From an optimization exercise on the open Yosys and OpenROAD flow, aimed at a short achievable clock period and few clock cycles; shortcuts taken in it are not production practice.
At most, simulation tests tie the RTL to the original design; equivalence was not proved.
Power and IR drop assume default switching activity.

Setup of oak:
==> module sxp_carry, before the edit <==
module sxp_carry
(
  input  wire [32-1:0] p,
  input  wire [32-1:0] g,
  input  wire                   cin,
  output logic [32:0]  c
);
  localparam int W = 32;
  localparam int L = 5;             
  logic [W-1:0] gg [0:L];
  logic [W-1:0] pp [0:L];
  always_comb
  begin
    gg[0]    = g;
    pp[0]    = p;
    gg[0][0] = g[0] | (p[0] & cin);
    for (int l = 0; l < L; l++)
      for (int i = 0; i < W; i++)
        if (i >= (1 << l))
        begin
          gg[l+1][i] = gg[l][i] | (pp[l][i] & gg[l][i-(1<<l)]);
          pp[l+1][i] = pp[l][i] & pp[l][i-(1<<l)];
        end
        else
        begin
          gg[l+1][i] = gg[l][i];
          pp[l+1][i] = pp[l][i];
        end
  end
  assign c = {gg[L], cin};
endmodule
clock: 7.0 ns
lec_check: 0
abc_clock_period_in_ps: 1500
cap_margin: 50
core_margin: 2
core_utilization: 40
setup_slack_margin: 3.8
slew_margin: 75
tns_end_percent: 20
run.sh (not shown) runs the stock make flow with config.mk's settings and CLKGATE_MAP_FILE= SYNTH_SCRIPT=/design/flow/synth_recipe.tcl, a recipe that flattens the netlist after the stock synthesis.
Testbench counts of oak, summed over its fixed seeds: cycles 22,940.
The following lists how pine was set up differently from oak:
-- flow/design.v --
<<< oak, line 117
);
  localparam int W = 32;
  localparam int L = 5;             
  logic [W-1:0] gg [0:L];
  logic [W-1:0] pp [0:L];
>>> pine, line 117
);
  localparam int W = 32;
  localparam int L = $clog2(W);
  logic [W-1:0] gg [0:L];
  logic [W-1:0] pp [0:L];
## What came out
Diff oak -> pine: count of vias placed by the detailed router neither gained nor lost much, placement row count neither gained nor lost much, count of clock-net buffers in the final layout neither gained nor lost much, power per standard cell area neither gained nor lost much, deepest clock path buffer count neither gained nor lost much.
Reported for pine and oak, cell leakage power turned out identical to the last digit.
Delta (pine minus oak): setup slack after layout shows no meaningful change; path length in cells of the critical path shows no meaningful change; final design area excluding fillers shows no meaningful change; post-CTS setup-driven buffer insertion count shows no meaningful change.
oak → pine: number of clock sinks seen by CTS saw little to no change, fraction of final layout cells sized beyond drive strength 1 comparable, area of combinational cells with multiple inputs roughly the same, period utilization level.
For pine, only the layout was checked, not whether the RTL still works.


## the reference run
sxp, a different RTL version from the one above (not shown whole).
Size: roughly 1,500 flip-flops, ~68,000 µm² of cells after synthesis.
==> flow/config.mk <==
export PLATFORM = sky130hd
export DESIGN_NAME = sxp
export DESIGN_NICKNAME = sxp
export VERILOG_FILES = /design/flow/design.v
export SDC_FILE = /design/flow/constraint.sdc
export NUM_CORES = 4
export LEC_CHECK = 0
export ABC_CLOCK_PERIOD_IN_PS = 1500
export CAP_MARGIN = 50
export CORE_MARGIN = 2
export CORE_UTILIZATION = 40
export SETUP_SLACK_MARGIN = 3.8
export SLEW_MARGIN = 75
export TNS_END_PERCENT = 20
==> flow/constraint.sdc <==
create_clock -name core_clock -period 7.0 [get_ports {clk}]
set_input_delay 1.4000 -clock core_clock [delete_from_list [all_inputs] [get_ports {clk}]]
set_output_delay 1.4000 -clock core_clock [all_outputs]
set_load 0.01 [all_outputs]
The reference run closes out successfully: all stages finished, all timing, DRC and antenna checks passed.
Inputs modified between the reference run and the trial run:
-- flow/design.v --
<<< the reference run, line 125
);
  localparam int W = 32;
  localparam int L = $clog2(W);
  logic [W-1:0] gg [0:L];
  logic [W-1:0] pp [0:L];
>>> the trial run, line 125
);
  localparam int W = 32;
  localparam int L = 5;             
  logic [W-1:0] gg [0:L];
  logic [W-1:0] pp [0:L];
<<< the reference run, line 255
    begin
      pc    <= redir_v ? v : (redir_w ? v_w : (redir_seq ? seq_pc : (redir_d ? tgt_d : predn)));
      pc_o  <= ({32{redir_v}} & v) | ({32{redir_w}} & v_w) |
               ({32{redir_seq & ~redir_w}} & seq_pc) |
               ({32{redir_d & ~redir_w & ~redir_seq}} & tgt_d) |
               ({32{~redir_v & ~redir_w & ~redir_seq & ~redir_d}} & predn);
      vld_x <= ~redirect & ~redir_d;
      vld_d <= vld_x & ~redirect & ~redir_d;
>>> the trial run, line 255
    begin
      pc    <= redir_v ? v : (redir_w ? v_w : (redir_seq ? seq_pc : (redir_d ? tgt_d : predn)));
      pc_o  <= redir_v ? v :
               (({32{redir_w}} & v_w) |
                ({32{redir_seq & ~redir_w}} & seq_pc) |
                ({32{redir_d & ~redir_w & ~redir_seq}} & tgt_d) |
                ({32{~redir_w & ~redir_seq & ~redir_d}} & predn));
      vld_x <= ~redirect & ~redir_d;
      vld_d <= vld_x & ~redirect & ~redir_d;
<<< the reference run, line 371
  logic [3:0]         flg1h_d;
  logic               imm_jump;     
  sxp_pkg::data_t     tk;
  logic               tgt_ok;       
  logic               vld_e;
  logic               ok_e;         
>>> the trial run, line 372
  logic [3:0]         flg1h_d;
  logic               imm_jump;     
  logic               seq_ok;       
  logic               vld_e;
  logic               ok_e;         
<<< the reference run, line 435
                     ((src_cfg == SRC_RI) & op1h_d[ALU_PASSB]));
  assign tgt_d    = op1h_d[ALU_ADD] ? pc1_d + imm_d : imm_d;
  assign tk       = (pc1_d & imm_d) | ((pc1_d ^ imm_d) & ~predn_d);
  assign tgt_ok   = op1h_d[ALU_ADD] ? ((pc1_d ^ imm_d ^ predn_d) == {tk[32-2:0], 1'b0}) :
                                      (imm_d == predn_d);
  assign redir_d  = imm_jump & ~tgt_ok & ~redir_seq & ~taken_any;
  assign fa  = ~a_pc  & we_any & (rd_e == ra_d);
  assign fb  = ~b_imm & we_any & (rd_e == rb_d);
>>> the trial run, line 435
                     ((src_cfg == SRC_RI) & op1h_d[ALU_PASSB]));
  assign tgt_d    = op1h_d[ALU_ADD] ? pc1_d + imm_d : imm_d;
  assign seq_ok   = op1h_d[ALU_ADD] ? (ir_d[15:0] == '0) : (imm_d == pc1_d);
  assign redir_d  = imm_jump & ~ptaken_d & ~seq_ok & ~redir_seq & ~taken_any;
  assign fa  = ~a_pc  & we_any & (rd_e == ra_d);
  assign fb  = ~b_imm & we_any & (rd_e == rb_d);
<<< the reference run, line 476
    pc1_e    <= pc1_d;
    predn_e  <= redir_d ? tgt_d : predn_d;
    ptaken_e <= ptaken_d | (imm_jump & (redir_d | tgt_ok));
    hit_e    <= hit_d;
  end
>>> the trial run, line 474
    pc1_e    <= pc1_d;
    predn_e  <= redir_d ? tgt_d : predn_d;
    ptaken_e <= ptaken_d | (imm_jump & (redir_d | seq_ok));
    hit_e    <= hit_d;
  end
Notes after the runs:
- Going from the reference run to the trial run, the via count was found to have gone up by about 1.7%.
- Compared with the reference run, the trial run shows synthesized cell count that has gone up slightly.
- Changes observed in the trial run relative to the reference run: smallest hold slack moved up, met3 demand-to-capacity share in global routing level, clock-buffer cell count moved up.
- Area share of and/or/nand/nor cells after synthesis came out higher on the trial run than on the reference run.
- NOTE: sequential power share in the trial run exceeds that of the reference run
Testbench counts of the trial run, summed over its fixed seeds: cycles 22,940.
Function not checked in the reference run: the RTL went through the layout flow alone.

## static timing again, ports no longer ideal
Ports are ideal in the flow. The routed layouts listed here were re-timed in OpenROAD. Step 1: set_driving_cell puts a clkbuf_16 on clk and a buf_2 on each other input, an assumption about the parent block. Step 2 times the ports against the registers' clock, not the clock port: input delays grow and output delays shrink by t, the midpoint of the rising clock arrivals with the driver on. Three values: ideal, step 1, step 2; two values: the first two.
| run | t (ns) | setup slack, ns | hold slack, ns |
|---|---|---|---|
| oak | 0.889 | 3.461 / 3.461 / 3.461 | 0.268 / 0.268 / 0.268 |
| pine | 0.889 | 3.461 / 3.461 / 3.461 | 0.268 / 0.268 / 0.268 |
| the reference run | 0.893 | 3.386 / 3.386 / 3.386 | 0.268 / 0.268 / 0.268 |
| the trial run | 0.891 | 3.525 / 3.525 / 3.525 | 0.314 / 0.314 / 0.314 |
After both steps setup and hold are still met in every run listed.
